From an optimization exercise on the open Yosys and OpenROAD flow, aimed at small area, a short achievable clock period and few clock cycles per item; shortcuts taken in it are not production practice. Function was checked by simulation only, so behaviour that the tests miss may differ from the original. Power figures rest on the tool's default switching activity, not on a simulated workload.

==> flow/design.v <==
`timescale 1ns / 1ps
package bmff_pkg;
   localparam int MAX_BITS   = 1024;
   localparam int WORD_BITS  = 32;
   localparam int WORD_COUNT = (MAX_BITS + WORD_BITS - 1) / WORD_BITS;
   localparam int WORD_AW    = $clog2(WORD_COUNT);
   localparam int OFF_W      = $clog2(WORD_BITS);
   localparam int POS_W      = 10;
   localparam int CNT_W      = 11;
   localparam int VAL_W      = 8;
   localparam int CODE_W     = 3;
   localparam int CSR_AW     = 3;
   localparam int CSR_DW     = 32;
   localparam logic [CNT_W-1:0]     BIT_COUNT_RESET = CNT_W'(MAX_BITS);
   localparam logic [WORD_BITS-1:0] TOP_BIT         = {1'b1, {(WORD_BITS-1){1'b0}}};
   localparam logic [WORD_BITS-1:0] ALL_ONES        = {WORD_BITS{1'b1}};
   localparam logic REG_BIT_COUNT = 1'b0;
   typedef enum logic [CODE_W-1:0] {
      REQ_READ  = 3'd0,
      REQ_WRITE = 3'd1,
      REQ_FILL  = 3'd2,
      REQ_TEST  = 3'd3,
      REQ_FIND  = 3'd4
   } req_code_type;
   typedef enum logic [2:0] {
      ST_IDLE,
      ST_DECODE,
      ST_READ,
      ST_WRITE,
      ST_FILL,
      ST_SCAN,
      ST_DONE
   } state_type;
   typedef struct packed {
      logic capture;
      logic mem_rd;
      logic idx_step;
      logic latch_bit;
      logic write_bit;
      logic fill_word;
      logic scan_eval;
      logic load_rsp;
   } ctrl_cmd_type;
   typedef struct packed {
      logic [CODE_W-1:0] req_code;
      logic              bad;
      logic              val_ok;
      logic              n_zero;
      logic              idx_last;
      logic              scan_stop;
      logic              rsp_pending;
   } dp_status_type;
endpackage
`timescale 1ns / 1ps
module bmff_csr (
   input  logic        clock,
   input  logic        reset,
   input  logic        csr_psel,
   input  logic        csr_penable,
   input  logic        csr_pwrite,
   input  logic [2:0]  csr_paddr,
   input  logic [31:0] csr_pwdata,
   output logic [31:0] csr_prdata,
   output logic        csr_pready,
   output logic [10:0] bit_count,
   output logic        n_full,      
   output logic        n_zero,      
   output logic [4:0]  last_w,      
   output logic [4:0]  last_b       
);
   logic [10:0] bit_count_ff;
   logic        n_full_ff, n_zero_ff;
   logic [4:0]  last_w_ff, last_b_ff;
   logic [10:0] wd;
   logic [9:0]  wd_m1;
   assign wd = csr_pwdata[10:0];
   logic borrow;
   always_comb begin
      borrow = 1'b1;
      for (int i = 0; i < 10; i++) begin
         wd_m1[i] = wd[i] ^ borrow;
         borrow   = borrow && !wd[i];
      end
   end
   always_ff @(posedge clock) begin
      if (reset) begin
         bit_count_ff <= 11'd1024;
         n_full_ff    <= 1'b1;
         n_zero_ff    <= 1'b0;
         last_w_ff    <= 5'd31;
         last_b_ff    <= 5'd31;
      end else if (csr_psel && csr_penable && csr_pwrite && !csr_paddr[2]) begin
         bit_count_ff <= wd;
         n_full_ff    <= wd[10];
         n_zero_ff    <= (wd == 11'd0);
         last_w_ff    <= wd[10] ? 5'd31 : wd_m1[9:5];
         last_b_ff    <= wd[10] ? 5'd31 : wd_m1[4:0];
      end
   end
   assign csr_pready = 1'b1;
   assign csr_prdata = csr_paddr[2] ? 32'd0 : {21'd0, bit_count_ff};
   assign bit_count  = bit_count_ff;
   assign n_full     = n_full_ff;
   assign n_zero     = n_zero_ff;
   assign last_w     = last_w_ff;
   assign last_b     = last_b_ff;
endmodule
`timescale 1ns / 1ps
`timescale 1ns / 1ps
`timescale 1ns / 1ps
module bitmap_table_with_find_first_unit (
   input  logic        clock,
   input  logic        reset,
   input  logic        req_valid,
   output logic        req_ready,
   input  logic [2:0]  req_type,
   input  logic [9:0]  req_position,
   input  logic [7:0]  req_value,
   output logic        rsp_valid,
   input  logic        rsp_ready,
   output logic        rsp_bit_value,
   output logic        rsp_found,
   output logic [9:0]  rsp_found_position,
   output logic        rsp_all_equal,
   output logic        rsp_bad_position,
   input  logic        csr_psel,
   input  logic        csr_penable,
   input  logic        csr_pwrite,
   input  logic [2:0]  csr_paddr,
   input  logic [31:0] csr_pwdata,
   output logic [31:0] csr_prdata,
   output logic        csr_pready
);
   function automatic logic [5:0] first32(input logic [31:0] x);
      logic [4:0]  c;
      logic [31:0] v;
      v = x;
      c = '0;
      if (v[15:0] == '0) begin c[4] = 1'b1; v = v >> 16; end
      if (v[7:0] == '0)  begin c[3] = 1'b1; v = v >> 8;  end
      if (v[3:0] == '0)  begin c[2] = 1'b1; v = v >> 4;  end
      if (v[1:0] == '0)  begin c[1] = 1'b1; v = v >> 2;  end
      if (!v[0])         begin c[0] = 1'b1;              end
      first32 = {|x, c};
   endfunction
   function automatic logic lt10(input logic [9:0] a, input logic [9:0] b);
      logic r;
      r = 1'b0;
      for (int i = 0; i < 10; i++) begin
         r = (!a[i] && b[i]) || ((a[i] == b[i]) && r);
      end
      lt10 = r;
   endfunction
   function automatic logic lt5(input logic [4:0] a, input logic [4:0] b);
      logic r;
      r = 1'b0;
      for (int i = 0; i < 5; i++) begin
         r = (!a[i] && b[i]) || ((a[i] == b[i]) && r);
      end
      lt5 = r;
   endfunction
   logic [10:0] bit_count;
   logic        n_full, n_zero;
   logic [4:0]  last_w, last_b;
   bmff_csr u_csr (
      .clock       (clock),
      .reset       (reset),
      .csr_psel    (csr_psel),
      .csr_penable (csr_penable),
      .csr_pwrite  (csr_pwrite),
      .csr_paddr   (csr_paddr),
      .csr_pwdata  (csr_pwdata),
      .csr_prdata  (csr_prdata),
      .csr_pready  (csr_pready),
      .bit_count   (bit_count),
      .n_full      (n_full),
      .n_zero      (n_zero),
      .last_w      (last_w),
      .last_b      (last_b)
   );
   logic [31:0] tail_mask;    
   logic [31:0] w_used;       
   always_comb begin
      for (int b = 0; b < 32; b++) begin
         tail_mask[b] = !lt5(last_b, 5'(b));
      end
      for (int w = 0; w < 32; w++) begin
         w_used[w] = !lt5(last_w, 5'(w));
      end
   end
   logic [2:0] occ;        
   logic       ready_ff;
   logic       acc, take;
   logic [2:0] occ_in;
   assign req_ready = ready_ff;
   assign acc       = req_valid && ready_ff;
   assign take      = rsp_valid && rsp_ready;
   assign occ_in    = occ + {2'd0, acc} - {2'd0, take};
   always_ff @(posedge clock) begin
      if (reset) begin
         occ      <= 3'd0;
         ready_ff <= 1'b1;
      end else begin
         occ      <= occ_in;
         ready_ff <= (occ_in != 3'd5);
      end
   end
   logic       s0_v, s0_vok, s0_v0, s0_tgt, s0_bad;
   logic [2:0] s0_type;
   logic [4:0] s0_sw, s0_sb;
   logic [31:0] s0_sw_oh;       
   logic       in_test, in_vok;
   assign in_test = (req_type == 3'd3);
   assign in_vok  = (req_value[7:1] == 7'd0);
   always_ff @(posedge clock) begin
      if (reset) begin
         s0_v <= 1'b0;
      end else begin
         s0_v <= acc;
      end
      s0_type <= req_type;
      s0_sw   <= in_test ? 5'd0 : req_position[9:5];
      s0_sb   <= in_test ? 5'd0 : req_position[4:0];
      for (int w = 0; w < 32; w++) begin
         s0_sw_oh[w] <= in_test ? (w == 0) : (req_position[9:5] == 5'(w));
      end
      s0_vok  <= in_vok;
      s0_v0   <= req_value[0];
      s0_tgt  <= (req_type == 3'd0) ? 1'b1 : (in_test ? !req_value[0] : req_value[0]);
      s0_bad  <= !n_full && !lt10(req_position, bit_count[9:0]);
   end
   logic [31:0] tbl [0:31];
   logic [31:0] w_any, w_all;    
   logic        is_read, is_write, is_fill, is_test, is_find;
   logic        vok, v0, bad, tgt;
   logic [4:0]  sw, sb;
   assign is_read  = (s0_type == 3'd0);
   assign is_write = (s0_type == 3'd1);
   assign is_fill  = (s0_type == 3'd2);
   assign is_test  = (s0_type == 3'd3);
   assign is_find  = (s0_type == 3'd4);
   assign vok      = s0_vok;
   assign v0       = s0_v0;
   assign bad      = s0_bad;
   assign tgt      = s0_tgt;
   assign sw       = s0_sw;
   assign sb       = s0_sb;
   logic [31:0] a_word, a_hit;
   logic        a_bit;
   always_comb begin
      a_word = '0;
      for (int w = 0; w < 32; w++) begin
         a_word = a_word | (tbl[w] & {32{s0_sw_oh[w]}});
      end
      a_bit  = a_word[sb];
      for (int b = 0; b < 32; b++) begin
         a_hit[b] = (a_word[b] == tgt) && !lt5(5'(b), sb) &&
                    ((sw != last_w) || tail_mask[b]);
      end
   end
   logic [31:0] w_cand, w_before, w_first_oh;
   logic        w_found;
   always_comb begin
      for (int w = 0; w < 32; w++) begin
         w_cand[w] = (tgt ? w_any[w] : !w_all[w]) && lt5(sw, 5'(w)) && w_used[w];
      end
      w_before = {w_cand[30:0], 1'b0};
      w_before = w_before | {w_before[30:0], 1'b0};
      w_before = w_before | {w_before[29:0], 2'b0};
      w_before = w_before | {w_before[27:0], 4'b0};
      w_before = w_before | {w_before[23:0], 8'b0};
      w_before = w_before | {w_before[15:0], 16'b0};
      w_first_oh = w_cand & ~w_before;
      w_found    = |w_cand;
   end
   logic clear;
   always_ff @(posedge clock) begin
      clear <= reset;
   end
   logic        wr_en, fill_en;
   logic [31:0] word_en, new_word, sb_oh;
   assign wr_en   = s0_v && is_write && !bad;
   assign fill_en = s0_v && is_fill && vok && !n_zero;
   always_comb begin
      for (int w = 0; w < 32; w++) begin
         word_en[w] = clear || (wr_en && s0_sw_oh[w]) || (fill_en && w_used[w]);
      end
      for (int b = 0; b < 32; b++) begin
         if (clear || !vok) begin
            new_word[b] = 1'b0;
         end else if (is_fill || sb_oh[b]) begin
            new_word[b] = v0;
         end else begin
            new_word[b] = a_word[b];
         end
      end
   end
   logic        new_any, new_all;
   always_comb begin
      for (int b = 0; b < 32; b++) begin
         sb_oh[b] = (sb == 5'(b));
      end
      if (clear || !vok) begin
         new_any = 1'b0;
         new_all = 1'b0;
      end else if (is_fill) begin
         new_any = v0;
         new_all = v0;
      end else begin
         new_any = v0 || |(a_word & ~sb_oh);
         new_all = v0 && &(a_word | sb_oh);
      end
   end
   always_ff @(posedge clock) begin
      for (int w = 0; w < 32; w++) begin
         if (word_en[w]) begin
            tbl[w]   <= new_word;
            w_any[w] <= new_any;
            w_all[w] <= new_all;
         end
      end
   end
   logic        s1_v, s1_read, s1_find, s1_test, s1_bad, s1_vok, s1_tgt, s1_bit, s1_bany;
   logic [4:0]  s1_sw;
   logic [31:0] s1_ahit, s1_bw_oh;
   always_ff @(posedge clock) begin
      if (reset) begin
         s1_v <= 1'b0;
      end else begin
         s1_v <= s0_v;
      end
      s1_read  <= is_read;
      s1_find  <= is_find;
      s1_test  <= is_test;
      s1_bad   <= bad && (is_read || is_write || is_find);
      s1_vok   <= vok;
      s1_tgt   <= tgt;
      s1_bit   <= a_bit;
      s1_sw    <= sw;
      s1_ahit  <= a_hit;
      s1_bany  <= w_found;
      s1_bw_oh <= w_first_oh;
   end
   logic [31:0] b_word, b_hit;
   logic [5:0]  a_first;
   logic [4:0]  s1_bw;
   logic        b_last;
   always_comb begin
      b_word = '0;
      for (int w = 0; w < 32; w++) begin
         b_word = b_word | (tbl[w] & {32{s1_bw_oh[w]}});
      end
      for (int b = 0; b < 32; b++) begin
         b_hit[b] = (b_word[b] == s1_tgt) && (!b_last || tail_mask[b]);
      end
      a_first = first32(s1_ahit);
      s1_bw   = '0;
      b_last  = 1'b0;
      for (int w = 0; w < 32; w++) begin
         s1_bw  = s1_bw | (5'(w) & {5{s1_bw_oh[w]}});
         b_last = b_last || (s1_bw_oh[w] && (last_w == 5'(w)));
      end
   end
   logic        s2_v, s2_read, s2_find, s2_test, s2_bad, s2_vok, s2_bit, s2_bany, s2_aany;
   logic [4:0]  s2_sw, s2_bw, s2_apos;
   logic [31:0] s2_bhit;
   always_ff @(posedge clock) begin
      if (reset) begin
         s2_v <= 1'b0;
      end else begin
         s2_v <= s1_v;
      end
      s2_read <= s1_read;
      s2_find <= s1_find;
      s2_test <= s1_test;
      s2_bad  <= s1_bad;
      s2_vok  <= s1_vok;
      s2_bit  <= s1_bit;
      s2_bany <= s1_bany;
      s2_aany <= a_first[5];
      s2_apos <= a_first[4:0];
      s2_sw   <= s1_sw;
      s2_bw   <= s1_bw;
      s2_bhit <= b_hit;
   end
   logic [5:0] b_first;
   logic       f_any;
   logic [9:0] f_pos;
   always_comb begin
      b_first = first32(s2_bhit);
      f_any   = s2_aany || (s2_bany && b_first[5]);
      f_pos   = s2_aany ? {s2_sw, s2_apos} : {s2_bw, b_first[4:0]};
   end
   logic       r_bit, r_found, r_all;
   logic [9:0] r_pos;
   assign r_bit   = s2_read && !s2_bad && s2_bit;
   assign r_found = s2_find && !s2_bad && s2_vok && f_any;
   assign r_pos   = r_found ? f_pos : 10'd0;
   assign r_all   = s2_test && (n_zero || (s2_vok && !f_any));
   logic [13:0] q_data [0:4];
   logic [13:0] r_data;
   logic [2:0]  q_cnt;
   logic [2:0]  q_cnt_in;
   logic        rsp_valid_ff;
   assign r_data   = {r_bit, r_found, r_pos, r_all, s2_bad};
   assign q_cnt_in = q_cnt + {2'd0, s2_v} - {2'd0, take};
   always_ff @(posedge clock) begin
      if (reset) begin
         q_cnt        <= 3'd0;
         rsp_valid_ff <= 1'b0;
      end else begin
         q_cnt        <= q_cnt_in;
         rsp_valid_ff <= (q_cnt_in != 3'd0);
      end
      for (int i = 0; i < 5; i++) begin
         if (take) begin
            if (s2_v && (q_cnt == 3'(i + 1))) begin
               q_data[i] <= r_data;
            end else if (i < 4) begin
               q_data[i] <= q_data[i < 4 ? i + 1 : i];
            end
         end else if (s2_v && (q_cnt == 3'(i))) begin
            q_data[i] <= r_data;
         end
      end
   end
   assign rsp_valid          = rsp_valid_ff;
   assign rsp_bit_value      = q_data[0][13];
   assign rsp_found          = q_data[0][12];
   assign rsp_found_position = q_data[0][11:2];
   assign rsp_all_equal      = q_data[0][1];
   assign rsp_bad_position   = q_data[0][0];
endmodule
==> flow/run.sh <==
#!/bin/bash
# synth_recipe.tcl (not shown) runs the flow's synth.tcl, then flattens the netlist and writes it again
# the make line also repeats each setting of config.mk as NAME=value (left out here)
make -C /OpenROAD-flow-scripts/flow DESIGN_CONFIG=/design/flow/config.mk WORK_HOME=/design/flow/orfs CLKGATE_MAP_FILE= SYNTH_SCRIPT=/design/flow/synth_recipe.tcl finish
==> flow/config.mk <==
export PLATFORM = sky130hd
export DESIGN_NAME = bitmap_table_with_find_first_unit
export DESIGN_NICKNAME = bitmap_table_with_find_first_unit
export VERILOG_FILES = /design/flow/design.v
export SDC_FILE = /design/flow/constraint.sdc
export NUM_CORES = 4
export LEC_CHECK = 0
export CAP_MARGIN = 30
export CELL_PAD_IN_SITES_DETAIL_PLACEMENT = 1
export CELL_PAD_IN_SITES_GLOBAL_PLACEMENT = 2
export CORE_MARGIN = 2
export CORE_UTILIZATION = 35
export PLACE_DENSITY = 0.45
export SETUP_SLACK_MARGIN = 3.5
export SLEW_MARGIN = 30
==> flow/constraint.sdc <==
create_clock -name core_clock -period 7.0 [get_ports {clock}]
set_input_delay 1.4000 -clock core_clock [delete_from_list [all_inputs] [get_ports {clock}]]
set_output_delay 1.4000 -clock core_clock [all_outputs]
set_load 0.01 [all_outputs]
==> metrics.md, run 1 <==
| Metric | Value |
|---|---|
| Post-synthesis area per instance | `between 10 and 15 µm²` |
| Mux cell area share after synthesis | `less than 1%` |
| Die ar. | `about 170000 µm²` |
| Worst-skew pair later-pin latency | `around 0.83 ns` |
| Power per cell area | `297 nW/µm²` |
| Hpwl dp | `203000 µm` |
| Wirelength per Cell | `between 40 and 50 µm` |
| Synth Warn # | `4` |
| GR Util met1 | `52.3%` |
| Adder-cell share of the synthesized area | `0.518%` |
| GR Layer Usage met3 | `a little under an eighth` |
| Global-route wire length before repair | `between 400000 and 500000 µm` |
| CTS HTree Levels | `4` |
| Pins Over Slew Limit | `0` |
| Worst Tran Pin Value | `1.08 ns` |
| Top post-synthesis cells by area | `edfxtp_1 57%, dfxtp_1 8.8%, a22oi_1 8.3%, a221oi_1 2.5%, a22o_1 2.4%` |
| Total wire length | `roughly 340000 µm` |
| Async SR Flop Fraction | `0%` |
| Via count | `49700` |
| Max_cap viols | `0` |
| Depth of the worst register-to-register path | `12` |
| Peak supply drop | `about 0.26 mV` |
| GRT Util Overall | `39.2%` |
| Clock Power Share | `40.3%` |
| HP Class | `flop to flop` |
| CP top delay family | `compound AO/OA/AOI/OAI gates` |
| RSZ-0062 raised after global routing | `true` |
| Chip width | `413 µm` |
| Worst Path Buf+Inv | `4` |
| Worst clock skew | `approximately 0.032 ns` |
| Bufs on Longest Clock Path | `3` |
| Synthesis-stage register bit count | `between 1000 and 1500` |
| Synth Area in Compound Gates | `roughly a fifth` |
| Crit Path Class | `flop to flop` |
| Status | `finished clean` |
| CP Capture Type | `flop` |
| CTS tree | `yes` |
| Largest net degree at the start of global routing | `between 50 and 60` |
| Fmax | `between 0.2 and 0.3 GHz` |
| Clk sinks | `1370` |
| Pre-antenna DRT Iters | `8` |
| Nets | `around 4800` |
| Required time worst endpoint | `7.58 ns` |
| Total area of sequential cells | `just under 40000 µm²` |
| Internal | `between 10 and 15 mW` |
| Die H | `around 410 µm` |
| Post-Syn Area | `58400 µm²` |
| Multi-input logic area | `19300 µm²` |
| Fraction of the mapped netlist area in simple logic gates | `under 10%` |
| CTS Buf Count | `approximately 160` |
| HP Start | `s1_bit` |
| Ys flop type | `edfxtp_1` |
| Buffers on Ports | `66` |
| Core area | `~170000 µm²` |
| Synth unique cells | `a little over 90` |
| Reg clk slew, reported paths | `approximately 0.06 ns` |
| Leak pwr | `between 20 and 25 nW` |
| Top cell type's share of synthesized area | `between 50 and 60%` |
| Min-Delay Endpoint | `s2_bit` |
| FP Rows | `about 150` |
| M2 GR Usage | `between 50% and 60%` |
| Layout cells sized above 1 | `about 17%` |
| Setup TNS | `0 ns` |
| GRT busiest layer | `met2` |
| Cells after Synth | `between 4000 and 5000` |
| Fin crit share | `51.2%` |
| Rel. slew slack | `between 20% and 30%` |
| Initial DRC Count | `just under 9000` |
| GRT Residual Overflow | `0` |
| Initial Utilization | `between 30 and 40%` |
| Gpl congestion | `between 1 and 1.5` |
| Leading area contributor after synthesis | `edfxtp_1` |
| Final Hold Fails | `0` |
| Initial antenna violation count | `19` |
| Io pins | `approximately 110` |
| CP peak stage delay | `between 0.6 and 0.7 ns` |
| Critical path fanouts, max | `14` |
| Slowest cell on the critical path | `a2111oi_0` |
| Setup violators final | `0` |
| DRC | `0` |
| Hold Path Stages | `0` |
| RR Endpoint | `s1_bit` |
| Minimum clock period | `between 3 and 4 ns` |
| Vias per Instance | `7.06` |
| Crit-path most repeated cell | `buf_4` |
| Net Sw Power | `about 5.8 mW` |
| Number of global-route vias before repair | `approximately 47000` |
| Startpoint Class | `flop` |
| Antenna viol nets, final | `0` |
| Part of the power in combinational logic | `between 10% and 20%` |
| Largest family of logic cells by synthesized area | `compound AO/OA/AOI/OAI gates` |
| Root buffer cell | `clkbuf_16` |
| Post-synth EDFFs | `between 1000 and 1500` |
| Sequential power share | `47.5%` |
| Synth Area in XOR/XNOR | `around 1.1%` |
| Area growth from synthesis to layout | `19.8%` |
| Critical path, cell by cell | `clkbuf_8 -> buf_8 -> a22oi_1 -> nand4_1 -> nor4_4 -> buf_4 -> buf_4 -> nor2_1 -> a211oi_1 -> o21ai_0 -> a2111oi_0 -> a21oi_1` |
| Reg2reg start | `s0_sw_oh[5]` |
| Cts hold-fix bufs | `0` |
| Register area share after synthesis | `between 60 and 70%` |
| Sw frac | `28.0%` |
| Filler Cells Inserted | `approximately 17000` |
| Reg2reg setup slack | `3.41 ns` |
| Crit path DAT | `between 4 and 5 ns` |
| Finished Core Util | `between 40% and 50%` |
==> layout make-up <==
type                       instances  share of cell area, %
inverter                          42                  0.227
timing repair buffer             389                   5.59
clock buffer                     194                   6.05
antenna                            7                 0.0250
sequential                      1370                   55.4
multi-input combinational       2755                   27.5
tap                             2189                   3.91
clock inverter                    97                   1.27
==> synthesized netlist by cell type (all sizes together), types with 16 or more instances <==
cell and number:
edfxtp 1114, a22oi 650, nand2 273, dfxtp 256
nor2 234, clkbuf 221, a21oi 184, a221oi 173
nand4 164, a22o 159, buf 158, o21ai 127
nand3 123, nor3 80, xnor2 44, inv 38
nor4 37, a222oi 32, nor2b 30, xor2 30
a211oi 26, a31oi 22, mux2i 22, ha 21
a311oi 20, nor3b 19, a221o 18, and2 16
and3 16, or2 16
==> power by group through the flow <==
stage | Sequential [mW] | Clock (mW) | Combinational [mW]
6_report | 9.86 | 8.38 | 2.54
5_1_grt | 9.90 | 8.75 | 2.64
4_1_cts | 9.84 | 8.46 | 2.43
3_5_place_dp | 10.0 | 0 | 2.34
3_3_place_gp | 10.0 | 0 | 2.33
2_1_floorplan | 9.78 | 0 | 1.27
==> registers in the layout, summed over array words and instances (netlist names), 11 cells and up <==
register,flops
q_data,70
s0_sw_oh,32
s1_ahit,32
s1_bw_oh,31
s2_bhit,32
tbl,1024
u_csr.bit_count_ff,11
w_all,31
w_any,31
==> how the worst max path moves through the flow <==
| stage | slack (ns) | endpoint | from | cells after the start |
|---|---|---|---|---|
| global route | 3.49 | w_any[21] | s0_sw_oh[20] | 11 |
| global placement | 2.09 | w_all[15] | s0_sw_oh[8] | 11 |
| CTS | 3.15 | w_any[21] | s0_sw_oh[14] | 11 |
| detailed placement | 2.51 | rsp_valid_ff | rsp_ready | 13 |
| finish | 3.41 | s1_bit | s0_sw_oh[5] | 12 |
| floorplan | 2.59 | tbl[25][0] | s0_type[1] | 4 |
==> cells in the final DEF, fill, tap and decap left out, types with 19 or more instances in the layout <==
cell type / n
nand3_1: 120
xor2_1: 30
dfxtp_1: 185
nand2_1: 264
edfxtp_1: 1114
nor3_1: 58
nor4_1: 27
clkinv_2: 26
clkbuf_1: 26
nor2b_1: 27
buf_6: 54
a22oi_1: 648
xnor2_1: 44
dfxtp_4: 52
a22o_1: 159
clkinv_1: 43
buf_4: 212
a222oi_1: 32
buf_12: 27
conb_1: 22
a31oi_1: 22
ha_1: 21
nand4_1: 164
a211oi_1: 21
a21oi_1: 180
clkbuf_16: 163
nor2_1: 224
dfxtp_2: 19
mux2i_1: 22
buf_8: 22
nor3_2: 21
o21ai_0: 107
clkdlybuf4s50_1: 54
inv_1: 38
a221oi_1: 168
==> worst register-to-register path, cell delays in order, from the launching register on <==
cell and delay, ns:
dfxtp_2 0.32, clkbuf_8 0.27, buf_8 0.27, a22oi_1 0.25, nand4_1 0.18, nor4_4 0.29
buf_4 0.20, buf_4 0.18, nor2_1 0.05, a211oi_1 0.22, o21ai_0 0.14, a2111oi_0 0.62
a21oi_1 0.36
==> layer usage <==
layer	vias to the layer above	part of all wire [%]
met2	3916	43
li1	18700	-
met1	26000	39
met3	990	12
met4	12	6.0
met5	-	0.037
==> what timing repair did <==
item                                    CTS  global route
hold endpoints to repair                  0             0
pin swaps                                13            11
cloned                                    4             1
setup buffers                            77             9
gates resized for setup                 162            47
endpoints found under the setup margin  529           106
==> cells by family after synthesis <==
| group | count (synthesis) |
|---|---|
| compound gates | 1529 |
| flops | 1370 |
| simple gates | 1073 |
| buf+inv | 421 |
| xor+xnor | 74 |
| mux | 32 |
| fa+ha+maj | 23 |
| other cells | 2 |
==> per-stage QoR <==
stage	hold slack [ns]	cells	setup slack, ns	total power [mW]	area [µm²]
finish	0.318	7043	3.41	20.8	70000
global route	0.332	7036	3.49	21.3	70000
CTS	0.322	7026	3.15	20.7	69700
detailed placement	0.313	6654	2.51	12.4	63200
global placement	0.312	6636	2.09	12.3	62900
floorplan	0.310	4544	2.59	11.1	58500
Testbench counts, summed over its fixed seeds: cycles 6,432, requests 6,400.
==> run 2, diff against run 1 <==
--- a/flow/config.mk
+++ b/flow/config.mk
@@ -10,6 +10,8 @@
 export CELL_PAD_IN_SITES_GLOBAL_PLACEMENT = 2
 export CORE_MARGIN = 2
 export CORE_UTILIZATION = 35
+export CTS_CLUSTER_DIAMETER = 60
+export CTS_CLUSTER_SIZE = 24
 export PLACE_DENSITY = 0.45
 export SETUP_SLACK_MARGIN = 3.5
 export SLEW_MARGIN = 30
==> run 2 against run 1 <==
Compared with the run above:
- combinational power hardly changed
- die area stayed put
- register-to-register slack better by 0.03 ns
- utilization is 0.18 points lower
- synthesized cell count stayed put
- critical path type unchanged
- largest power group unchanged
==> metrics.md, run 2 <==
| Metric | Value |
|---|---|
| Status | `finished clean` |
| Pre-antenna DRT Iters | `9 (+1)` |
| Setup TNS | `0 ns (unchanged)` |
| CTS tree | `yes` |
| Root buffer cell | `clkbuf_16` |
| Top Metal Used | `met5` |
| Vias per Instance | `7.07 (+0.17%)` |
| Most frequent cells in the layout | `1114 x edfxtp_1, 649 x a22oi_1, 264 x nand2_1, 223 x nor2_1, 211 x buf_4` |
| Minimum clock period | `3.55 ns (-0.0321 ns)` |
| HP Start | `s1_bit` |
| Gpl congestion | `1.00 (unchanged)` |
| Largest net degree at the start of global routing | `54 (unchanged)` |
| Io pins | `112 (unchanged)` |
| Setup violators final | `0 (unchanged)` |
| Bufs on Longest Clock Path | `3 (unchanged)` |
| Async SR Flop Fraction | `0% (unchanged)` |
| Ys flop type | `edfxtp_1` |
| Wirelength per Cell | `48.4 µm (+0.10%)` |
| Crit Path Class | `flop to flop` |
| Synth unique cells | `91 (unchanged)` |
| Total area of sequential cells | `38800 µm² (about the same)` |
| Startpoint Class | `flop` |
| Synth Area in XOR/XNOR | `1.11% (unchanged)` |
| Min-Delay Endpoint | `s2_bit` |
| Top post-synthesis cells by area | `edfxtp_1 57%, dfxtp_1 8.8%, a22oi_1 8.3%, a221oi_1 2.5%, a22o_1 2.4%` |
| CP Capture Type | `flop` |
| Most common cell after layout, fill and taps aside | `edfxtp_1` |
| Top flop regs | `tbl: 1024 flops, q_data: 70 flops` |
| CTS Buf Count | `139 (-11%)` |
| Critical path fanouts, max | `16 (+2)` |
| Clk sinks | `1370 (unchanged)` |
| Metal2 WL | `145000 µm (+0.30%)` |
| Buffers on Ports | `66 (unchanged)` |
| Via count | `49500 (-0.40%)` |
| Peak supply drop | `0.270 mV (+4.9%)` |
| Worst clock skew | `0.0382 ns (+0.00568 ns)` |
| Die H | `413 µm (unchanged)` |
| Worst-skew pair later-pin latency | `0.83 ns (about the same)` |
| Cts hold-fix bufs | `0 (unchanged)` |
| HP Class | `flop to flop` |
| Nets | `4780 (-0.44%)` |
| Fin crit share | `50.8% (-0.46 points)` |
| Die ar. | `170000 µm² (unchanged)` |
| FP Rows | `149 (unchanged)` |
| Total wire length | `339000 µm (-0.46%)` |
| Leak pwr | `24.3 nW (-0.62%)` |
| M1 wire length | `133000 µm (-1.2%)` |
| Worst Tran Pin Value | `1.06 ns (-0.0286 ns)` |
| Layout cells sized above 1 | `17.0% (+0.42 points)` |
| Most common cell in the synthesized netlist | `edfxtp_1` |
| Reg2reg start | `s0_sw_oh[24]` |
| Top cell type's share of synthesized area | `57.2% (unchanged)` |
| Max_cap viols | `0 (unchanged)` |
| Depth of the worst register-to-register path | `10 (-2)` |
| Antenna viol nets, final | `0 (unchanged)` |
| Required time worst endpoint | `7.58 ns (about the same)` |
| Adder-cell share of the synthesized area | `0.518% (unchanged)` |
| Overall power | `20.5 mW (-1.4%)` |
| Global-route wire length before repair | `444000 µm (-0.33%)` |
| Crit path DAT | `4.14 ns (-0.03 ns)` |
| Fmax | `0.281 GHz (+0.90%)` |
| RR Endpoint | `s1_bit` |
| Synth Area in Compound Gates | `19.5% (unchanged)` |
| Post-synth EDFFs | `1114 (unchanged)` |
| Max reg flops | `1024 (unchanged)` |
| CTS HTree Levels | `4 (unchanged)` |
| Top cells by count, synth | `1114 x edfxtp_1, 649 x a22oi_1, 273 x nand2_1` |
| Dpl ws | `2.51 ns (unchanged)` |
| Leading area contributor after synthesis | `edfxtp_1` |
| Final Worst Setup Slack | `3.45 ns (+0.0321 ns)` |
| Rel. slew slack | `29.1% (+1.9 points)` |
| Largest Register | `tbl` |
| Area growth from synthesis to layout | `19.3%` |
| Multi-input logic area | `19300 µm² (about the same)` |
| Synth Warn # | `4 (unchanged)` |
| Hold Path Stages | `0 (unchanged)` |
| Post-Syn Area | `58400 µm² (unchanged)` |
| Fraction of the mapped netlist area in simple logic gates | `9.22% (unchanged)` |
| GRT Util Overall | `39.0% (-0.14 points)` |
| RSZ-0062 raised after global routing | `true` |
| DRC | `0 (unchanged)` |
| Cells after Synth | `4524 (unchanged)` |
| Hpwl dp | `203000 µm (unchanged)` |
| Pins Over Slew Limit | `0 (unchanged)` |
| Filler Cells Inserted | `16800 (-0.030%)` |
| Reg2reg setup slack | `3.45 ns (+0.03 ns)` |
| Initial DRC Count | `8628 (-0.88%)` |
| DR WL met3 | `41500 µm (+2.0%)` |
| Power per cell area | `294 nW/µm² (-0.94%)` |
| Mux cell area share after synthesis | `0.576% (unchanged)` |
| Number of global-route vias before repair | `47200 (-0.13%)` |
| Initial Utilization | `35.3% (unchanged)` |
| Final Hold Fails | `0 (unchanged)` |
| Core area | `165000 µm² (unchanged)` |
| Reg clk slew, reported paths | `0.07 ns (about the same)` |
| Chip width | `413 µm (unchanged)` |
| Post-synthesis area per instance | `12.9 µm² (unchanged)` |
| Initial antenna violation count | `18 (-1)` |
| Largest family of logic cells by synthesized area | `compound AO/OA/AOI/OAI gates` |
| GRT Residual Overflow | `0 (unchanged)` |
| Synthesis-stage register bit count | `1370 (unchanged)` |
| Register area share after synthesis | `66.0% (unchanged)` |
[run 2: cell counts after synthesis]
Identical to the previous run, type by type.
[run 2: worst max-delay path by stage]
stage               slack (ns)    startpoint  cells after the start            to
floorplan                 2.59    s0_type[1]                      4    tbl[25][0]
global placement          2.09   s0_sw_oh[8]                     11     w_all[15]
detailed placement        2.51     rsp_ready                     13  rsp_valid_ff
CTS                       3.14   s0_sw_oh[7]                     11     w_any[25]
global route              3.44    s0_type[1]                      6   tbl[10][23]
finish                    3.45  s0_sw_oh[24]                     10        s1_bit
[run 2: cell families (layout without fill, tap and decap cells)]
group	Yosys count	count (layout)
other	2	25
AOI/OAI and AO/OA	1529	1531
and+or+nand+nor	1073	1073
muxes	32	32
adders and majority gates	23	23
xor gates and xnor gates	74	74
buffers and inverters	421	686
DFF	1370	1370
[run 2: power breakdown]
part           internal [mW]  leakage, nW  switching, mW
clock network           4.40         2.37           3.72
registers               9.37         13.7          0.476
logic                  0.789         8.30           1.74
[run 2: routing by layer]
| layer | vias up | global-route usage, % |
|---|---|---|
| met4 | 16 | 18.2 |
| li1 | 18700 | - |
| met3 | 914 | 11.7 |
| met2 | 3955 | 58.0 |
| met5 | - | 0.283 |
| met1 | 25900 | 52.1 |
[run 2: metrics by stage]
stage	std cells	cell area, µm²	hold slack, ns	util, %
2_1_floorplan	4544	58500	0.310	-
3_3_place_gp	6636	62900	0.312	38.0
3_5_place_dp	6654	63200	0.313	38.2
4_1_cts	6988	69400	0.326	42.0
5_1_grt	7001	69700	0.335	42.2
6_report	7003	69700	0.324	42.2
[run 2: repair_timing]
item | 4_1_cts | 5_1_grt
resized for setup | 157 | 48
cloned | 4 | 1
endpoints found under the setup margin | 500 | 92
pin swaps | 13 | 13
setup buffers | 72 | 11
[run 2: final cells by class]
class	count	area share (%)
inverter	42	0.228
antenna	3	0.0108
clock inverter	98	1.58
sequential	1370	55.6
tap	2189	3.93
clock buffer	160	5.42
timing repair buffer	386	5.53
multi-input combinational	2755	27.7
[run 2: worst max-delay path, stage by stage, from the launching register on]
cell	delay (ns)
dfxtp_4	0.37
buf_6	0.19
a22o_1	0.27
a221oi_1	0.24
nand3_1	0.15
or4_4	0.59
buf_4	0.19
a32oi_1	0.18
mux2i_1	0.11
a2111oi_0	0.64
a21oi_1	0.35
==> run 3, diff against run 2 <==
--- a/flow/config.mk
+++ b/flow/config.mk
@@ -9,9 +9,9 @@
 export CELL_PAD_IN_SITES_DETAIL_PLACEMENT = 1
 export CELL_PAD_IN_SITES_GLOBAL_PLACEMENT = 2
 export CORE_MARGIN = 2
-export CORE_UTILIZATION = 35
+export CORE_UTILIZATION = 45
 export CTS_CLUSTER_DIAMETER = 60
 export CTS_CLUSTER_SIZE = 24
-export PLACE_DENSITY = 0.45
-export SETUP_SLACK_MARGIN = 3.5
+export PLACE_DENSITY = 0.65
+export SETUP_SLACK_MARGIN = 3.75
 export SLEW_MARGIN = 30
==> run 3 against run 2 <==
Compared with the run above:
- utilization rose by 11 points
- clock power fell by 12%
- maximum frequency rose by 1.0%
- synthesized area did not move
- global-route usage rose by 7.0 points
- clock skew rose by 0.029 ns
- total power fell by 4.9%
- final area fell by 0.82%
- critical endpoint is now w_all[5]
- highest routed layer unchanged
- synthesized cell count did not move
- non-clock buffer count rose by 23
- sequential cell count did not move
- clock-buffer cell count fell by 31
==> metrics.md, run 3 <==
| Metric | Value |
|---|---|
| DR WL met3 | `46200 µm (+11%)` |
| Reg clk slew, reported paths | `0.10 ns (+0.03 ns)` |
| Initial Utilization | `45.2% (+9.9 points)` |
| Final Hold Fails | `0 (unchanged)` |
| Hpwl dp | `179000 µm (-12%)` |
| CP Capture Type | `flop` |
| Crit Path Class | `flop to flop` |
| Area growth from synthesis to layout | `18.3%` |
| Post-synth EDFFs | `1114 (unchanged)` |
| CTS HTree Levels | `3 (-1)` |
| Slowest cell on the critical path | `or4_4` |
| Peak supply drop | `0.265 mV (-1.9%)` |
| Gpl congestion | `1.06 (+5.3%)` |
| Startpoint Class | `flop` |
| CP peak stage delay | `0.57 ns (-0.07 ns)` |
| Final Worst Setup Slack | `3.48 ns (+0.0360 ns)` |
| Power per cell area | `282 nW/µm² (-4.1%)` |
| Most frequent cells in the layout | `1114 x edfxtp_1, 642 x a22oi_1, 262 x nand2_1, 220 x nor2_1, 216 x buf_4` |
| HP Class | `flop to flop` |
| Leak pwr | `24.3 nW (-0.14%)` |
| Synthesis-stage register bit count | `1370 (unchanged)` |
| Bufs on Longest Clock Path | `3 (unchanged)` |
| Buffers on Ports | `66 (unchanged)` |
| Async SR Flop Fraction | `0% (unchanged)` |
| Critical path, cell by cell | `buf_8 -> buf_6 -> a221oi_2 -> nand3_1 -> or4_4 -> buf_6 -> mux2_4 -> a32o_1 -> nand4_1 -> a211oi_4 -> buf_12 -> buf_12 -> buf_16` |
| Worst Tran Pin Value | `1.22 ns (+0.169 ns)` |
| Crit path DAT | `4.02 ns (-0.12 ns)` |
| Root buffer cell | `clkbuf_16` |
| Minimum clock period | `3.52 ns (-0.0360 ns)` |
| Nets | `4781 (+0.021%)` |
| Required time worst endpoint | `7.50 ns (-0.08 ns)` |
| RSZ-0062 raised after global routing | `true` |
| Finished Core Util | `53.5% (+11 points)` |
| Initial antenna violation count | `11 (-7)` |
| CP top delay family | `buffers and inverters` |
| Clk sinks | `1370 (unchanged)` |
| CTS tree | `yes` |
| Worst clock skew | `0.0671 ns (+0.0289 ns)` |
| Post-Syn Area | `58400 µm² (unchanged)` |
| Top Metal Used | `met5` |
| Vias per Instance | `7.68 (+8.6%)` |
| Via count | `50400 (+1.8%)` |
| Top flop regs | `tbl: 1024 flops, q_data: 70 flops` |
| Fin crit share | `50.2% (-0.51 points)` |
| Top cell type's share of synthesized area | `57.2% (unchanged)` |
| Io pins | `112 (unchanged)` |
| Chip width | `364 µm (-12%)` |
| Total wire length | `312000 µm (-7.8%)` |
| Synth unique cells | `91 (unchanged)` |
| Synth Warn # | `4 (unchanged)` |
| Leading area contributor after synthesis | `edfxtp_1` |
| Pre-antenna DRT Iters | `10 (+1)` |
| Wirelength per Cell | `47.6 µm (-1.6%)` |
| Initial DRC Count | `9891 (+15%)` |
| GRT Util Overall | `46.0% (+7.0 points)` |
| Pins Over Slew Limit | `0 (unchanged)` |
| FP Rows | `132 (-11%)` |
| Setup TNS | `0 ns (unchanged)` |
| M1 wire length | `112000 µm (-16%)` |
| Dpl ws | `2.44 ns (-0.0710 ns)` |
| Status | `finished clean` |
| Worst-skew pair later-pin latency | `0.81 ns (-0.02 ns)` |
| Ys flop type | `edfxtp_1` |
| Fmax | `0.284 GHz (+1.0%)` |
| Setup violators final | `0 (unchanged)` |
| Non-Filler Instances | `6559 (-6.3%)` |
| Max reg flops | `1024 (unchanged)` |
| Register area share after synthesis | `66.0% (unchanged)` |
| Number of global-route vias before repair | `47100 (-0.33%)` |
| Worst Path Buf+Inv | `6 (+4)` |
| Top cells by count, synth | `1114 x edfxtp_1, 649 x a22oi_1, 273 x nand2_1` |
| Overall power | `19.5 mW (-4.9%)` |
| Rel. slew slack | `18.4% (-11 points)` |
| Placed insts | `6203 (-6.8%)` |
| Largest Register | `tbl` |
| Cells after Synth | `4524 (unchanged)` |
| Global-route wire length before repair | `413000 µm (-7.1%)` |
| CTS Buf Count | `117 (-16%)` |
| Most common cell in the synthesized netlist | `edfxtp_1` |
| Die H | `364 µm (-12%)` |
| Top post-synthesis cells by area | `edfxtp_1 57%, dfxtp_1 8.8%, a22oi_1 8.3%, a221oi_1 2.5%, a22o_1 2.4%` |
| Post-synthesis area per instance | `12.9 µm² (unchanged)` |
| Metal2 WL | `130000 µm (-11%)` |
| DRC | `0 (unchanged)` |
| Antenna viol nets, final | `0 (unchanged)` |
| Die ar. | `133000 µm² (-22%)` |
| Critical path fanouts, max | `11 (-5)` |
| Layout cells sized above 1 | `17.7% (+0.69 points)` |
| GRT Residual Overflow | `0 (unchanged)` |
| Most common cell after layout, fill and taps aside | `edfxtp_1` |
| Core area | `129000 µm² (-22%)` |
| Max_cap viols | `0 (unchanged)` |
| Largest net degree at the start of global routing | `61 (+13%)` |
-- run 3: cell counts after synthesis --
No cell type changed its count.
-- run 3: final cells by class --
type / instances / area (µm²)
Antenna cell: 18 / 45.0
Clock buffer: 129 / 3110
Clock inverter: 94 / 1060
Fill cell: 12700 / 60000
Inverter: 42 / 171
Multi-Input combinational cell: 2755 / 19400
Sequential cell: 1370 / 38700
Tap cell: 1742 / 2180
Timing Repair Buffer: 409 / 4470
-- run 3: kinds of logic (layout without fill, tap and decap cells) --
| group | count (synthesis) | after routing | share of synthesized area [%] |
|---|---|---|---|
| AO/OA/AOI/OAI | 1529 | 1529 | 19.5 |
| XOR/XNOR | 74 | 74 | 1.11 |
| AND/OR/NAND/NOR | 1073 | 1075 | 9.22 |
| adder cells (fa/ha/maj) | 23 | 23 | 0.518 |
| flip-flops | 1370 | 1370 | 66.0 |
| buffers and inverters | 421 | 674 | 3.04 |
| multiplexers | 32 | 32 | 0.576 |
| other | 2 | 40 | 0.0129 |
-- run 3: power breakdown --
| part | internal [mW] | switching, mW |
|---|---|---|
| Clock | 3.53 | 3.61 |
| Sequential | 9.38 | 0.432 |
| Combinational | 0.795 | 1.73 |
| Total | 13.7 | 5.78 |
-- run 3: per-layer routing --
metal | track usage (%) | vias up
met4 | 29.4 | 10
met1 | 59.2 | 25500
li1 | - | 18700
met5 | 0 | -
met2 | 65.7 | 4843
met3 | 16.5 | 1292
-- run 3: worst paths after layout --
check / from / end / slack, ns / cells past startpoint
setup / recovery: s0_sw_oh[9] / w_all[5] / 3.48 / 13
hold / removal: s1_sw[4] / s2_sw[4] / 0.33 / 0
setup reg to reg: s0_sw_oh[9] / w_all[5] / 3.48 / 13
hold reg to reg: s1_sw[4] / s2_sw[4] / 0.33 / 0
-- run 3: metrics by stage --
step                      area (µm²)  hold WS, ns
after floorplan                58600        0.310
after global placement         62200        0.312
after detailed placement       62600        0.313
after CTS                      68600        0.326
after global routing           69100        0.343
final                          69200        0.327
-- run 3: timing repair --
action                                  CTS  global route
endpoints found under the setup margin  845           365
pin swaps                                23            25
cloned                                   12             3
hold buffers                              0             0
setup buffers                            76            24
gates resized for setup                 239            67
-- run 3: worst register-to-register path, stage by stage (launching register included) --
cell      delay, ns
dfxtp_4        0.40
buf_8          0.19
buf_6          0.20
a221oi_2       0.26
nand3_1        0.14
or4_4          0.57
buf_6          0.16
mux2_4         0.26
a32o_1         0.22
nand4_1        0.23
a211oi_4       0.12
buf_12         0.18
buf_12         0.13
buf_16         0.14
==> run 4, diff against run 3 <==
--- a/flow/config.mk
+++ b/flow/config.mk
@@ -10,8 +10,8 @@
 export CELL_PAD_IN_SITES_GLOBAL_PLACEMENT = 2
 export CORE_MARGIN = 2
 export CORE_UTILIZATION = 45
-export CTS_CLUSTER_DIAMETER = 60
-export CTS_CLUSTER_SIZE = 24
+export CTS_CLUSTER_DIAMETER = 80
+export CTS_CLUSTER_SIZE = 30
 export PLACE_DENSITY = 0.65
 export SETUP_SLACK_MARGIN = 3.75
 export SLEW_MARGIN = 30
==> run 4 against run 3 <==
Compared with the run above:
- first-iteration DRC count increased by 0.69%
- setup slack got worse by 0.020 ns
- register-to-register slack got worse by 0.02 ns
- die area stayed put
- total power shrank 9.0%
- maximum frequency shrank 0.56%
- via count fell by 1.2%
- critical endpoint is now w_all[23]
- largest cell class unchanged
- largest power group unchanged
==> metrics.md, run 4 <==
| Metric | Value |
|---|---|
| GRT Util Overall | `45.8% (-0.16 points)` |
| Top post-synthesis cells by area | `edfxtp_1 57%, dfxtp_1 8.8%, a22oi_1 8.3%, a221oi_1 2.5%, a22o_1 2.4%` |
| Most frequent cells in the layout | `1114 x edfxtp_1, 645 x a22oi_1, 263 x nand2_1, 221 x buf_4, 218 x nor2_1` |
| CP Capture Type | `flop` |
| Total wire length | `311000 µm (-0.56%)` |
| Leak pwr | `23.5 nW (-3.1%)` |
| CTS tree | `yes` |
| Vias per Instance | `7.71 (+0.33%)` |
| Async SR Flop Fraction | `0% (unchanged)` |
| Final Hold Fails | `0 (unchanged)` |
| Cts hold-fix bufs | `0 (unchanged)` |
| Register area share after synthesis | `66.0% (unchanged)` |
| Chip width | `364 µm (unchanged)` |
| Die H | `364 µm (unchanged)` |
| Slowest cell on the critical path | `dfxtp_4` |
| Area after DPL | `62600 µm² (unchanged)` |
| Area growth from synthesis to layout | `15.6%` |
| Clk sinks | `1370 (unchanged)` |
| Gpl congestion | `1.06 (unchanged)` |
| Most common cell after layout, fill and taps aside | `edfxtp_1` |
| GRT Residual Overflow | `0 (unchanged)` |
| Setup violators final | `0 (unchanged)` |
| Crit Path Class | `flop to flop` |
| Leading area contributor after synthesis | `edfxtp_1` |
| Nets | `4743 (-0.79%)` |
| Initial Utilization | `45.2% (unchanged)` |
| Layout cells sized above 1 | `16.2% (-1.5 points)` |
| Filler Cells Inserted | `12700 (+0.37%)` |
| Status | `finished clean` |
| Max_cap viols | `0 (unchanged)` |
| Power per cell area | `263 nW/µm² (-6.8%)` |
| CTS Buf Count | `74 (-37%)` |
| CTS HTree Levels | `3 (unchanged)` |
| Initial antenna violation count | `9 (-2)` |
| Synth Warn # | `4 (unchanged)` |
| Post-Syn Area | `58400 µm² (unchanged)` |
| Worst clock skew | `0.0637 ns (-0.00340 ns)` |
| Hpwl dp | `179000 µm (unchanged)` |
| FP Rows | `132 (unchanged)` |
| Fmax | `0.283 GHz (-0.56%)` |
| Critical path fanouts, max | `8 (-3)` |
| Final Worst Setup Slack | `3.46 ns (-0.0198 ns)` |
| Max reg flops | `1024 (unchanged)` |
| Fraction of the mapped netlist area in simple logic gates | `9.22% (unchanged)` |
| Top cells by count, synth | `1114 x edfxtp_1, 649 x a22oi_1, 273 x nand2_1` |
| Peak supply drop | `0.311 mV (+17%)` |
| Bufs on Longest Clock Path | `3 (unchanged)` |
| Synth Area in Compound Gates | `19.5% (unchanged)` |
| Crit path DAT | `4.12 ns (+0.10 ns)` |
| Post-synth EDFFs | `1114 (unchanged)` |
| Global-route wire length before repair | `411000 µm (-0.41%)` |
| Reg clk slew, reported paths | `0.09 ns (about the same)` |
| Setup TNS | `0 ns (unchanged)` |
| WHS | `0.336 ns (+0.00897 ns)` |
| Number of global-route vias before repair | `46700 (-0.83%)` |
| Worst Tran Pin Value | `1.08 ns (-0.148 ns)` |
| RSZ-0062 raised after global routing | `true` |
| Worst-skew pair later-pin latency | `0.77 ns (-0.04 ns)` |
| Placed insts | `6203 (unchanged)` |
| Mux cell area share after synthesis | `0.576% (unchanged)` |
| Synthesis-stage register bit count | `1370 (unchanged)` |
| Most common cell in the synthesized netlist | `edfxtp_1` |
| Root buffer cell | `clkbuf_16` |
| DRC | `0 (unchanged)` |
| Via count | `49800 (-1.2%)` |
| Startpoint Class | `flop` |
| Buffers on Ports | `66 (unchanged)` |
| Cells after Synth | `4524 (unchanged)` |
| Largest Register | `tbl` |
| Die ar. | `133000 µm² (unchanged)` |
| Minimum clock period | `3.54 ns (+0.0198 ns)` |
| Core area | `129000 µm² (unchanged)` |
| Antenna viol nets, final | `0 (unchanged)` |
| Synth Area in XOR/XNOR | `1.11% (unchanged)` |
| Non-Filler Instances | `6462 (-1.5%)` |
| Io pins | `112 (unchanged)` |
| Pre-antenna DRT Iters | `9 (-1)` |
| CP peak stage delay | `0.47 ns (-0.10 ns)` |
| Finished Core Util | `52.3% (-1.2 points)` |
| Largest net degree at the start of global routing | `61 (unchanged)` |
| Fin crit share | `50.5% (+0.28 points)` |
| Critical path, cell by cell | `buf_16 -> buf_4 -> a22oi_1 -> nand4_1 -> nor2_2 -> a32oi_1 -> o221ai_1 -> nor4_1 -> nand4_1 -> a211oi_4 -> buf_12 -> buf_12 -> buf_16` |
| Rel. slew slack | `27.7% (+9.3 points)` |
| Largest family of logic cells by synthesized area | `compound AO/OA/AOI/OAI gates` |
| Overall power | `17.7 mW (-9.0%)` |
| Synth unique cells | `91 (unchanged)` |
| Post-route cell area | `67600 µm² (-2.3%)` |
| Ys flop type | `edfxtp_1` |
| Post-synthesis area per instance | `12.9 µm² (unchanged)` |
| Initial DRC Count | `9959 (+0.69%)` |
| Pins Over Slew Limit | `0 (unchanged)` |
| Adder-cell share of the synthesized area | `0.518% (unchanged)` |
| Dpl ws | `2.44 ns (unchanged)` |
| Top flop regs | `tbl: 1024 flops, q_data: 70 flops` |
| HP Class | `flop to flop` |
| Top cell type's share of synthesized area | `57.2% (unchanged)` |
| Wirelength per Cell | `48.1 µm (+0.93%)` |
| Required time worst endpoint | `7.58 ns (+0.08 ns)` |
[run 4: cell count changes in the layout (fill, tap and decap cells not counted), sizes merged]
cell,delta
buf,+4
bufbuf,-1
bufinv,-1
clkbuf,-45
clkinv,-13
clkinvlp,-2
diode,-13
dlymetal6s2s,-1
inv,-25
[run 4: path summary, 6_finish.rpt]
kind	from	end	cells past startpoint	slack (ns)
worst max register to register	s0_sw_oh[6]	w_all[23]	13	3.46
worst min register to register	s1_bad	s2_bad	0	0.34
worst min-delay path	s1_bad	s2_bad	0	0.34
worst max-delay path	s0_sw_oh[6]	w_all[23]	13	3.46
[run 4: repair_timing]
action                     4_1_cts  5_1_grt
gates cloned                    13        1
pin swaps                       27       14
setup endpoints to repair      867      210
buffers inserted                95       11
resized for setup              254       44
[run 4: area by class of cell]
class,count,area (µm²),area share [%]
Inverter,42,171,0.254
Timing Repair Buffer,414,4480,6.62
Multi-Input combinational cell,2755,19400,28.6
Antenna cell,5,12.5,0.0185
Sequential cell,1370,38700,57.3
Tap cell,1742,2180,3.23
Clock inverter,53,707,1.05
Clock buffer,81,1930,2.86
[run 4: critical path, delay by kind of cell (launching register included)]
family / cells / cell delay (ns)
flip-flops: 1 / 0.47
AO/OA/AOI/OAI: 4 / 1.06
AND/OR/NAND/NOR: 4 / 0.94
buffers and inverters: 5 / 0.92
[run 4: kinds of logic after synthesis]
group                    count (synthesis)
AO/OA/AOI/OAI                         1529
XOR/XNOR                                74
adder cells (fa/ha/maj)                 23
buffers and inverters                  421
flip-flops                            1370
multiplexers                            32
other                                    2
AND/OR/NAND/NOR                       1073
[run 4: routing by layer]
metal	up-vias	global-route usage, %	part of all wire, %
met3	1238	15.7	15
met2	4757	66.1	42
met4	0	29.0	7.8
met5	-	0.508	0
li1	18500	-	-
met1	25300	59.0	36
[run 4: power breakdown]
part / internal [mW] / switching (mW) / leakage, nW
sequential: 9.38 / 0.425 / 13.6
combinational: 0.792 / 1.73 / 8.60
clock: 2.26 / 3.15 / 1.27
==> run 5, diff against run 4 <==
--- a/flow/config.mk
+++ b/flow/config.mk
@@ -13,5 +13,5 @@
 export CTS_CLUSTER_DIAMETER = 80
 export CTS_CLUSTER_SIZE = 30
 export PLACE_DENSITY = 0.65
-export SETUP_SLACK_MARGIN = 3.75
+export SETUP_SLACK_MARGIN = 3.5
 export SLEW_MARGIN = 30
==> run 5 against run 4 <==
Compared with the run above:
- still clean on timing, DRC and antenna
- maximum frequency decreased by 2.3%
- total power up 1.1%
- setup slack got worse by 0.082 ns
- clock-buffer cell count down 3
- cell count is 1.0% lower
- critical path depth fell by 4
- critical path type unchanged
==> metrics.md, run 5 <==
| Metric | Value |
|---|---|
| Top cell type's share of synthesized area | `57.2% (unchanged)` |
| Die H | `364 µm (unchanged)` |
| CTS HTree Levels | `3 (unchanged)` |
| Setup TNS | `0 ns (unchanged)` |
| Worst clock skew | `0.0477 ns (-0.0160 ns)` |
| Layout cells sized above 1 | `14.1% (-2.1 points)` |
| Ys flop type | `edfxtp_1` |
| Final Worst Setup Slack | `3.38 ns (-0.0818 ns)` |
| Bufs on Longest Clock Path | `3 (unchanged)` |
| Number of global-route vias before repair | `46600 (-0.27%)` |
| Top cells by count, synth | `1114 x edfxtp_1, 649 x a22oi_1, 273 x nand2_1` |
| CTS Buf Count | `76 (+2.7%)` |
| Most frequent cells in the layout | `1114 x edfxtp_1, 649 x a22oi_1, 268 x nand2_1, 225 x nor2_1, 200 x buf_4` |
| Via count | `49500 (-0.56%)` |
| GRT Util Overall | `45.7% (-0.14 points)` |
| Leak pwr | `23.0 nW (-2.3%)` |
| Startpoint Class | `flop` |
| Synth unique cells | `91 (unchanged)` |
| Post-Syn Area | `58400 µm² (unchanged)` |
| Largest net degree at the start of global routing | `65 (+6.6%)` |
| Slowest cell on the critical path | `a2111oi_0` |
| Max reg flops | `1024 (unchanged)` |
| Largest Register | `tbl` |
| Peak supply drop | `0.310 mV (-0.18%)` |
| Leading area contributor after synthesis | `edfxtp_1` |
| Clk sinks | `1370 (unchanged)` |
| Cells after Synth | `4524 (unchanged)` |
| Power per cell area | `270 nW/µm² (+3.0%)` |
| Pre-antenna DRT Iters | `9 (unchanged)` |
| HP Class | `flop to flop` |
| Final Hold Fails | `0 (unchanged)` |
| Core area | `129000 µm² (unchanged)` |
| Rel. slew slack | `25.0% (-2.7 points)` |
| Buffers on Ports | `66 (unchanged)` |
| Nets | `4677 (-1.4%)` |
| Root buffer cell | `clkbuf_16` |
| Fin crit share | `51.7% (+1.2 points)` |
| Initial antenna violation count | `7 (-2)` |
| Worst Tran Pin Value | `1.12 ns (+0.0488 ns)` |
| Post-synthesis area per instance | `12.9 µm² (unchanged)` |
| Antenna viol nets, final | `0 (unchanged)` |
| Status | `finished clean` |
| Global-route wire length before repair | `410000 µm (-0.31%)` |
| Synth Warn # | `4 (unchanged)` |
| Top post-synthesis cells by area | `edfxtp_1 57%, dfxtp_1 8.8%, a22oi_1 8.3%, a221oi_1 2.5%, a22o_1 2.4%` |
| Most common cell after layout, fill and taps aside | `edfxtp_1` |
| Critical path, cell by cell | `buf_6 -> a22oi_1 -> nand4_1 -> nor3_2 -> nand2_1 -> o211ai_1 -> a21oi_1 -> a2111oi_0 -> a21oi_1` |
| CTS tree | `yes` |
| Io pins | `112 (unchanged)` |
| Initial Utilization | `45.2% (unchanged)` |
| Hpwl dp | `181000 µm (+1.1%)` |
| FP Rows | `132 (unchanged)` |
| Area growth from synthesis to layout | `13.5%` |
| Fmax | `0.276 GHz (-2.3%)` |
| CP Capture Type | `flop` |
| Chip width | `364 µm (unchanged)` |
| Wirelength per Cell | `48.3 µm (+0.53%)` |
| Total wire length | `309000 µm (-0.48%)` |
| Post-synth EDFFs | `1114 (unchanged)` |
| Async SR Flop Fraction | `0% (unchanged)` |
| Minimum clock period | `3.62 ns (+0.0818 ns)` |
| Register area share after synthesis | `66.0% (unchanged)` |
| Required time worst endpoint | `7.55 ns (-0.03 ns)` |
| Synthesis-stage register bit count | `1370 (unchanged)` |
| Top flop regs | `tbl: 1024 flops, q_data: 70 flops` |
| RSZ-0062 raised after global routing | `false` |
| Most common cell in the synthesized netlist | `edfxtp_1` |
| Dpl ws | `2.38 ns (-0.0592 ns)` |
| DRC | `0 (unchanged)` |
| GRT Residual Overflow | `0 (unchanged)` |
| Reg clk slew, reported paths | `0.12 ns (+0.03 ns)` |
| Vias per Instance | `7.74 (+0.45%)` |
| Pins Over Slew Limit | `0 (unchanged)` |
| Max_cap viols | `0 (unchanged)` |
| Initial DRC Count | `9771 (-1.9%)` |
| CP peak stage delay | `0.56 ns (+0.09 ns)` |
| Crit Path Class | `flop to flop` |
| Gpl congestion | `1.02 (-3.3%)` |
| Die ar. | `133000 µm² (unchanged)` |
| Critical path fanouts, max | `11 (+3)` |
| Crit-path most repeated cell | `a21oi_1` |
| Worst-skew pair later-pin latency | `0.77 ns (about the same)` |
| Setup violators final | `0 (unchanged)` |
| Crit path DAT | `4.17 ns (+0.05 ns)` |
-- run 5: cell counts after synthesis --
No cell type changed its count.
-- run 5: worst paths after layout --
| check | startpoint | endpoint | slack (ns) | depth (start not counted) |
|---|---|---|---|---|
| max | s0_sw_oh[12] | s1_bit | 3.38 | 9 |
| min reg2reg | s1_bad | s2_bad | 0.34 | 0 |
| min | s1_bad | s2_bad | 0.34 | 0 |
| max reg2reg | s0_sw_oh[12] | s1_bit | 3.38 | 9 |
-- run 5: worst max-delay path: cells and delay by family (launching register included) --
family          cells  cell delay (ns)
compound gates      5             1.59
simple gates        3             0.99
flops               1             0.49
buf+inv             1             0.28
-- run 5: layout make-up --
type                       instances  area, µm²
antenna                            4       10.0
clock buffer                      78       1930
clock inverter                    60        858
fill                           12800      62800
inverter                          42        164
multi-input combinational       2753      19100
sequential                      1370      38700
tap                             1742       2180
timing repair buffer             348       3380
-- run 5: timing repair --
action                                  in CTS  in global routing
endpoints found under the setup margin     751                185
hold buffers                                 0                  0
pin swaps                                    8                  8
buffers inserted                            39                 25
gates resized for setup                    103                 39
-- run 5: report_power, final --
group	leakage, nW	switching [mW]	internal [mW]
registers	13.6	0.402	9.37
logic	8.00	1.75	0.759
clock network	1.34	3.30	2.34
-- run 5: metal layers --
layer	part of all wire, %	wire length (µm)	global-route usage, %
met3	16	48500	17.3
met1	36	110000	58.7
met5	0.028	87	0
met4	7.7	23800	28.2
met2	41	127000	65.2
-- run 5: cells by family (layout without fill, tap and decap cells) --
logic type | after synthesis | count (layout) | share of synthesized area (%)
simple gates | 1073 | 1073 | 9.22
compound gates | 1529 | 1529 | 19.5
other cells | 2 | 26 | 0.0129
buf+inv | 421 | 528 | 3.04
fa+ha+maj | 23 | 23 | 0.518
flops | 1370 | 1370 | 66.0
xor+xnor | 74 | 74 | 1.11
mux | 32 | 32 | 0.576
-- run 5: stage by stage --
stage          util, %  instances  cell area, µm²  hold WS (ns)  power (mW)
3_5_place_dp      48.3       6190           62400         0.313        12.3
5_1_grt           51.3       6393           66300         0.348        18.3
3_3_place_gp      48.1       6178           62100         0.312        12.2
4_1_cts           51.0       6367           65900         0.337        17.8
6_report          51.4       6397           66300         0.339        17.9
2_1_floorplan        -       4544           58500         0.310        11.1
==> run 6, diff against run 5 <==
--- a/flow/config.mk
+++ b/flow/config.mk
@@ -5,7 +5,7 @@
 export SDC_FILE = /design/flow/constraint.sdc
 export NUM_CORES = 4
 export LEC_CHECK = 0
-export CAP_MARGIN = 30
+export CAP_MARGIN = 25
 export CELL_PAD_IN_SITES_DETAIL_PLACEMENT = 1
 export CELL_PAD_IN_SITES_GLOBAL_PLACEMENT = 2
 export CORE_MARGIN = 2
@@ -14,4 +14,4 @@
 export CTS_CLUSTER_SIZE = 30
 export PLACE_DENSITY = 0.65
 export SETUP_SLACK_MARGIN = 3.5
-export SLEW_MARGIN = 30
+export SLEW_MARGIN = 25
==> run 6 against run 5 <==
Compared with the run above:
- first-iteration DRC count increased by 4.6%
- sequential power is essentially flat
- hold slack lost 0.016 ns
- non-clock buffer count rose by 2
- die area unchanged
- utilization decreased by 0.079 points
- global-route usage is 0.13 points lower
- routed wire length is essentially flat
- clock-buffer cell count rose by 3
- combinational power hardly changed
- setup slack worse by 0.058 ns
- synthesized area stayed put
==> metrics.md, run 6 <==
| Metric | Value |
|---|---|
| Io pins | `112 (unchanged)` |
| Critical path, cell by cell | `buf_4 -> nor3b_1 -> a311oi_1 -> a31oi_1 -> nor3_1 -> o22ai_2 -> buf_4 -> and3_1 -> a31oi_1` |
| CP top delay family | `flip-flops` |
| Gpl congestion | `1.02 (unchanged)` |
| Most common cell after layout, fill and taps aside | `edfxtp_1` |
| Net Sw Power | `5.28 mW (-3.1%)` |
| Worst clock skew | `0.0479 ns (+0.000178 ns)` |
| Pre-antenna DRT Iters | `8 (-1)` |
| Chip width | `364 µm (unchanged)` |
| CTS tree | `yes` |
| Cells after Synth | `4524 (unchanged)` |
| GR Layer Usage met3 | `16.3% (-1.0 points)` |
| Nets | `4678 (+0.021%)` |
| M2 GR Usage | `64.6% (-0.56 points)` |
| CTS HTree Levels | `3 (unchanged)` |
| Setup TNS | `0 ns (unchanged)` |
| Power per cell area | `269 nW/µm² (-0.63%)` |
| Sw frac | `29.7% (-0.71 points)` |
| Final Worst Setup Slack | `3.32 ns (-0.0583 ns)` |
| Die ar. | `133000 µm² (unchanged)` |
| Top cells by count, synth | `1114 x edfxtp_1, 649 x a22oi_1, 273 x nand2_1` |
| Largest Register | `tbl` |
| Reg clk slew, reported paths | `0.11 ns (about the same)` |
| Area after DPL | `62300 µm² (about the same)` |
| CTS Buf Count | `75 (-1.3%)` |
| HP Class | `flop to flop` |
| Worst-skew pair later-pin latency | `0.77 ns (about the same)` |
| Layout cells sized above 1 | `14.0% (-0.086 points)` |
| Ys flop type | `edfxtp_1` |
| Initial Utilization | `45.2% (unchanged)` |
| Area growth from synthesis to layout | `13.3%` |
| Buffers on Ports | `66 (unchanged)` |
| Fin crit share | `52.5% (+0.83 points)` |
| Number of global-route vias before repair | `46400 (-0.34%)` |
| Post-synthesis area per instance | `12.9 µm² (unchanged)` |
| Largest net degree at the start of global routing | `65 (unchanged)` |
| RSZ-0062 raised after global routing | `true` |
| Worst Tran Pin Value | `1.21 ns (+0.0887 ns)` |
| Via count | `49300 (-0.51%)` |
| Cts hold-fix bufs | `0 (unchanged)` |
| Top cell type's share of synthesized area | `57.2% (unchanged)` |
| Max_cap viols | `0 (unchanged)` |
| Top post-synthesis cells by area | `edfxtp_1 57%, dfxtp_1 8.8%, a22oi_1 8.3%, a221oi_1 2.5%, a22o_1 2.4%` |
| Hpwl dp | `181000 µm (about the same)` |
| Worst Path Buf+Inv | `2 (+1)` |
| Antenna viol nets, final | `0 (unchanged)` |
| Dpl ws | `2.32 ns (-0.0670 ns)` |
| GRT Residual Overflow | `0 (unchanged)` |
| GRT busiest layer | `met2` |
| Critical path fanouts, max | `22 (+11)` |
| Vias per Instance | `7.70 (-0.51%)` |
| CP peak stage delay | `1.13 ns (+0.57 ns)` |
| Die H | `364 µm (unchanged)` |
| Initial antenna violation count | `6 (-1)` |
| DRC | `0 (unchanged)` |
| Leading area contributor after synthesis | `edfxtp_1` |
| GRT Util Overall | `45.6% (-0.13 points)` |
| GR Util met1 | `58.8% (+0.11 points)` |
| Core area | `129000 µm² (unchanged)` |
| Sequential power share | `55.0% (+0.5 points)` |
| Status | `finished clean` |
| Post-route cell area | `66200 µm² (-0.15%)` |
| Most common cell in the synthesized netlist | `edfxtp_1` |
| Minimum clock period | `3.68 ns (+0.0583 ns)` |
| Slowest cell on the critical path | `dfxtp_2` |
| FP Rows | `132 (unchanged)` |
| Register area share after synthesis | `66.0% (unchanged)` |
| Setup violators final | `0 (unchanged)` |
| Async SR Flop Fraction | `0% (unchanged)` |
| Startpoint Class | `flop` |
| Clock Power Share | `30.9% (-0.6 points)` |
[run 6: cell counts after synthesis]
Identical to the previous run, type by type.
[run 6: metal layers]
layer  vias up  wire length [µm]
met5         -                80
met4         6             25200
met3      1239             45900
met2      4662            126000
met1     25000            111000
li1      18400                 -
[run 6: timing repair]
item,CTS,global route
gates resized for setup,101,49
endpoints found under the setup margin,1052,158
buffers inserted,37,29
pin swaps,7,7
[run 6: worst paths after layout]
| path | start | end | slack [ns] | cells past startpoint |
|---|---|---|---|---|
| worst max-delay path | s1_bw_oh[3] | s2_bhit[3] | 3.32 | 9 |
| worst min-delay path | s1_sw[3] | s2_sw[3] | 0.32 | 0 |
| worst max register to register | s1_bw_oh[3] | s2_bhit[3] | 3.32 | 9 |
| worst min register to register | s1_sw[3] | s2_sw[3] | 0.32 | 0 |
[run 6: cell families (layout without fill, tap and decap cells)]
| group | after synthesis | after routing | share of synthesized area [%] |
|---|---|---|---|
| xor gates and xnor gates | 74 | 74 | 1.11 |
| adders and majority gates | 23 | 23 | 0.518 |
| AOI/OAI and AO/OA | 1529 | 1529 | 19.5 |
| other | 2 | 26 | 0.0129 |
| buffers and inverters | 421 | 528 | 3.04 |
| DFF | 1370 | 1370 | 66.0 |
| and+or+nand+nor | 1073 | 1073 | 9.22 |
| muxes | 32 | 32 | 0.576 |
[run 6: layout make-up]
type,instances,area [µm²]
diodes,4,10.0
clock buffers,81,1970
clock inverters,55,736
fillers,12800,62900
inverters,42,164
multi-input cells,2753,19100
flip-flops and latches,1370,38700
well taps,1742,2180
repair buffers,350,3370
[run 6: power by group through the flow]
stage | Clock, mW | Combinational [mW] | Sequential, mW
finish | 5.50 | 2.51 | 9.78
detailed placement | 0 | 2.32 | 9.96
global route | 5.75 | 2.59 | 9.82
global placement | 0 | 2.28 | 9.94
CTS | 5.51 | 2.36 | 9.76
floorplan | 0 | 1.27 | 9.78
[run 6: per-stage QoR]
stage               hold WS [ns]  std cells
finish                     0.323       6397
floorplan                  0.310       4544
CTS                        0.325       6362
global placement           0.312       6178
detailed placement         0.313       6189
global route               0.332       6394
[run 6: worst register-to-register path, delay by kind of cell (launching register included)]
family,cells,cell delay [ns]
flops,1,1.13
compound gates,4,0.53
simple gates,3,0.88
buf+inv,2,1.01

[static timing again, ports no longer ideal]
The flow's constraints put no driver on any port. The routed layouts listed below were extracted and timed again, unchanged, in two steps. Step 1, drivers: a clkbuf_16 drives clock and a buf_2 each remaining input, both assumed. Step 2 times the ports against the registers' clock, not the clock port: input delays grow and output delays shrink by t, the midpoint of the rising clock arrivals with the driver on. a / b / c = ideal / step 1 / step 2; a / b = the first two.
run	t, ns	setup slack, ns	latest minus earliest clock arrival (ns)	slew at the worst register clock pin (ns)
run 1	0.909	3.415 / 3.415 / 2.841	0.033 / 0.033	0.07 / 0.07
run 2	0.899	3.447 / 3.447 / 2.847	0.044 / 0.044	0.08 / 0.08
run 3	0.857	3.483 / 3.483 / 3.077	0.067 / 0.067	0.10 / 0.10
run 4	0.821	3.463 / 3.463 / 3.075	0.066 / 0.065	0.12 / 0.12
run 5	0.829	3.381 / 3.381 / 3.051	0.048 / 0.048	0.12 / 0.12
run 6	0.824	3.323 / 3.323 / 2.996	0.055 / 0.056	0.12 / 0.12
After both steps every run listed still meets setup and hold. For run 2, which loses most, drivers alone change the setup slack by 0.000 ns; drivers and shift together by -0.600 ns.
